Context: an optimization exercise on an open-source flow, tuned for small area, a short achievable clock period and few clock cycles per item. The choices shown serve that exercise and are no tape-out recipe. At most, simulation tests tie the RTL to the original design; equivalence was not proved. Power figures rest on the tool's default switching activity, not on a simulated workload.

## touch_pad_baseline_and_detect_unit
module touch_pad_baseline_and_detect_unit #(
	parameter int CAL_SAMPLES   = 10,
	parameter int TRIM_EACH_END = 2,
	parameter int COUNT_WIDTH   = 16
) (
	input  logic                           clk,
	input  logic                           arst_n,
	input  logic                           in_valid,
	output logic                           in_stall,
	input  logic                           action,
	input  logic [15:0]                    charge_count,
	output logic                           out_valid,
	input  logic                           out_stall,
	output logic                           result_kind,
	output logic                           pressed,
	output logic [15:0]                    baseline_value,
	output logic                           cal_error,
	input  logic                           psel,
	input  logic                           penable,
	input  logic                           pwrite,
	input  logic [tpbd_pkg::PADDR_W-1:0]   paddr,
	input  logic [tpbd_pkg::PDATA_W-1:0]   pwdata,
	output logic [tpbd_pkg::PDATA_W-1:0]   prdata,
	output logic                           pready
);
make LEC_CHECK=0 ABC_AREA=1 CAP_MARGIN=20 CORE_MARGIN=2 CORE_UTILIZATION=40 SLEW_MARGIN=20 finish   # period 8.0 ns
run.sh (not shown) runs the stock make flow with config.mk's settings and CLKGATE_MAP_FILE= SYNTH_SCRIPT=/design/flow/synth_recipe.tcl, a recipe that flattens the netlist after the stock synthesis.
The first run finished with timing, DRC and antenna clean.
Then changed:
Settings changed: SETUP_SLACK_MARGIN set to 5.
The new run finished with timing, DRC and antenna clean.
Sequential power stays flat.
Wire length is higher by 3.3%.
Cell area increases by 2.5%.
Final cell count goes up by 1.1%.
Critical path depth stays the same.
Hold slack is about the same.
Worst setup slack gets better by 0.63 ns.
Area after synthesis is unchanged.
No functional check of the RTL was part of any run of this note.

## run A
touch_pad_baseline_and_detect_unit, a different RTL version from the one above (not shown whole).
For scale: about 1,400 cells after synthesis, about 230 flip-flops, ~110 I/O pins.
clock: 8.0 ns
lec_check: 0
abc_area: 1
cap_margin: 20
core_margin: 2
core_utilization: 40
cts_buf_list: sky130_fd_sc_hd__clkbuf_4 sky130_fd_sc_hd__clkbuf_8
setup_slack_margin: 5
slew_margin: 20
Run A completed end to end with timing, DRC and antenna clean.
Testbench counts of run A, summed over its fixed seeds: cycles 5,272, results 1,600.
Modified inputs, run B compared to run A
==> flow/flow/run.sh (new file) <==
#!/bin/bash
# The standard layout (standard synthesis unchanged); every port still
# gets a buffer, but a plain buf_2 rather than the delay cell the resizer
# picks by default.
set -euo pipefail
bash standard.sh 'BUFFER_PORTS_ARGS=-buffer_cell sky130_fd_sc_hd__buf_2' finish > make_finish.log 2>&1
==> flow/standard.sh (new file) <==
#!/bin/bash
# synth_recipe.tcl (not shown) runs the flow's synth.tcl, then flattens the netlist and writes it again
# the make line also repeats each setting of config.mk as NAME=value (left out here)
make -C /OpenROAD-flow-scripts/flow DESIGN_CONFIG=/design/flow/config.mk WORK_HOME=/design/flow/orfs CLKGATE_MAP_FILE= SYNTH_SCRIPT=/design/flow/synth_recipe.tcl "${@:-finish}"
removed: flow/run.sh
==> notes.md <==
Run B: no failed stages, no open violations at the end. From run A to run B the numbers moved as follows: final area dropped about 3.2%; proportion of power drawn by the clock network dropped 0.2 points; clock latency at the later pin of the worst-skew pair climbed 0.02 ns. Cmp run A and run B / fraction of layout cells with a size suffix above 1 / lower: run A. Setup slack: run B > run A.
The following lists how run C was set up differently from run B:
- setting CTS_CLUSTER_DIAMETER to 100 for the first time
- setting CTS_CLUSTER_SIZE to 24 for the first time
- removing CTS_BUF_LIST (formerly sky130_fd_sc_hd__clkbuf_4 sky130_fd_sc_hd__clkbuf_8)
Notes after the runs:
[compare] base=run B new=run C: area taken by flip-flops and latches now sits at about the same level; total setup buffers inserted after CTS now sits higher; power share of the clock group now sits lower; power now sits lower; worst hold slack now sits lower. Cmp run C vs run B: arrival time reported for the critical path endpoint lower in run C. Run C vs. run B: layout overhead on the synthesized area went down by 4.1 points. Relative to run B, insertion delay of the later-clocked pin in the worst-skew pair decreased by 0.06 ns in run C.
#### Input delta (run D over run C)
- CTS_CLUSTER_SIZE removed (was 24)
- SETUP_SLACK_MARGIN removed (was 5)
- CTS_CLUSTER_DIAMETER removed (was 100)
==> flow/flow/run.sh <==
#!/bin/bash
set -euo pipefail
MARGIN=${MARGIN:-5.6}
bash standard.sh SETUP_SLACK_MARGIN=$MARGIN finish > make_finish.log 2>&1
Findings:
- Run D finished every stage and its layout cleared the timing, DRC and antenna checks.
- As far as top-level I/O count goes, run C and run D are indistinguishable; the numbers are identical.
- Total count of hold-check failures in the final report came out exactly the same in run C and run D.
- NOTE first-pass GRT wire length run C->run D increased by a few percent
- | met3 layer wire length in the routed design | run D vs run C | about 30% higher |
- Delta (run D minus run C): max-slew headroom at the worst pin did not really move, part of the power in the clock network went up by 5.7 points, required arrival time at the worst endpoint shows a reduction of 1.83 ns, non-clock buffer count rose by 80%.
- The highest net fanout along the worst path in run D was lower than what run C gave.

JK:
touch_pad_baseline_and_detect_unit, a different RTL version from the one above (not shown whole).
Size in the first run: ~230 flip-flops, about 110 I/O pins, roughly 12000 sq um of cells after synthesis.
clock: 8.0 ns
lec_check: 0
abc_area: 1
cap_margin: 20
core_margin: 2
core_utilization: 40
cts_cluster_diameter: 100
cts_cluster_size: 24
slew_margin: 20
standard.sh (not shown) runs the stock make flow with config.mk's settings and CLKGATE_MAP_FILE= SYNTH_SCRIPT=/design/flow/synth_recipe.tcl, a recipe that flattens the netlist after the stock synthesis.
==> flow/flow/run.sh <==
#!/bin/bash
# The standard layout with the standard synthesis unchanged. Two changes
# to how the layout is made: every port still gets a buffer, but a plain
# buf_2 rather than the delay cell the resizer picks by default; and the
# setup repair aims a little further below the clock period.
set -euo pipefail
bash standard.sh 'BUFFER_PORTS_ARGS=-buffer_cell sky130_fd_sc_hd__buf_2' SETUP_SLACK_MARGIN=5.45 finish > make_finish.log 2>&1
Edits applied to the flow inputs when going from JK to MS:
-- flow/flow/run.sh --
<<< JK, line 6
set -euo pipefail
bash standard.sh 'BUFFER_PORTS_ARGS=-buffer_cell sky130_fd_sc_hd__buf_2' SETUP_SLACK_MARGIN=5.45 finish > make_finish.log 2>&1
>>> MS, line 6
set -euo pipefail
bash standard.sh 'BUFFER_PORTS_ARGS=-buffer_cell sky130_fd_sc_hd__buf_2' SETUP_SLACK_MARGIN=5.3 finish > make_finish.log 2>&1
==> comparison <==
- Looking only at wire length on met3, and setting everything else aside, the lower value of MS and JK goes to MS.
- The core of MS is less densely filled than that of JK.
- Compared with JK, MS shows a post-route clock period utilization that is 0.59 points lower.
- Looking at worst setup slack across MS and JK, the one that comes out higher is MS.
- Of the two candidates, JK has the worse switching component of the power and MS the better one.
- Going from JK to MS, antenna diode instance count closely matched the old numbers; area share of buffers outside the clock network decreased by 1.3 points relative to the old numbers.
For AL, these inputs were changed with respect to MS:
Settings: ABC_AREA changed from 1 to 0.
--- outcome ---
sky130_fd_sc_hd__dfrtp_1 as the cell with the largest stage delay on the worst path was reported by MS, and sky130_fd_sc_hd__fa_1 by AL.
Area growth from synthesis to layout in AL is 9.1 points above MS.
Of the two candidates, MS has the better wire length of the first global-routing pass and AL the worse one.
Compared with MS, AL shows combined flip-flop and latch cell area higher by 1.1%.
AL has share of power burned in the clock network below what MS had.
Compare AL and MS | horizontal die dimension higher: AL
No functional check of the RTL was part of any run of this note.

==> afterwards: timing with drivers on the ports <==
In the flow no input, the clock included, has a driving cell. The finished layouts below were timed again as built, in two steps. Step 1 sets driving cells, clkbuf_16 on the clock port and buf_2 on the other inputs (assumed; they add their load-dependent delay and slew). Step 2 adds t to the input delays and takes it off the output delays; t is the mean of the earliest and latest rising clock arrival at the registers after step 1. Input paths then give back, and output paths get back, about the clock's delay inside the block. Three values: ideal, step 1, step 2; two values: the first two.
run	t, ns	slack for setup (ns)	worst register clock-pin slew, ns
the first run of note 1	0.567	4.375 / 4.402 / 3.836	0.06 / 0.06
the second run of note 1	0.573	5.007 / 4.979 / 4.457	0.06 / 0.06
run A	0.559	4.966 / 4.966 / 4.685	0.06 / 0.06
run B	0.574	5.039 / 5.039 / 5.039	0.07 / 0.07
run C	0.522	5.025 / 5.025 / 5.025	0.10 / 0.10
run D	0.574	5.239 / 5.192 / 5.115	0.06 / 0.06
JK	0.530	5.266 / 5.219 / 5.162	0.10 / 0.10
MS	0.536	5.313 / 5.263 / 5.037	0.10 / 0.10
AL	0.534	4.946 / 4.946 / 4.946	0.10 / 0.10
After both steps setup and hold are still met in every run listed. The setup slack of the second run of note 1, which loses most, moves by -0.028 ns with the drivers and by -0.550 ns with both steps.
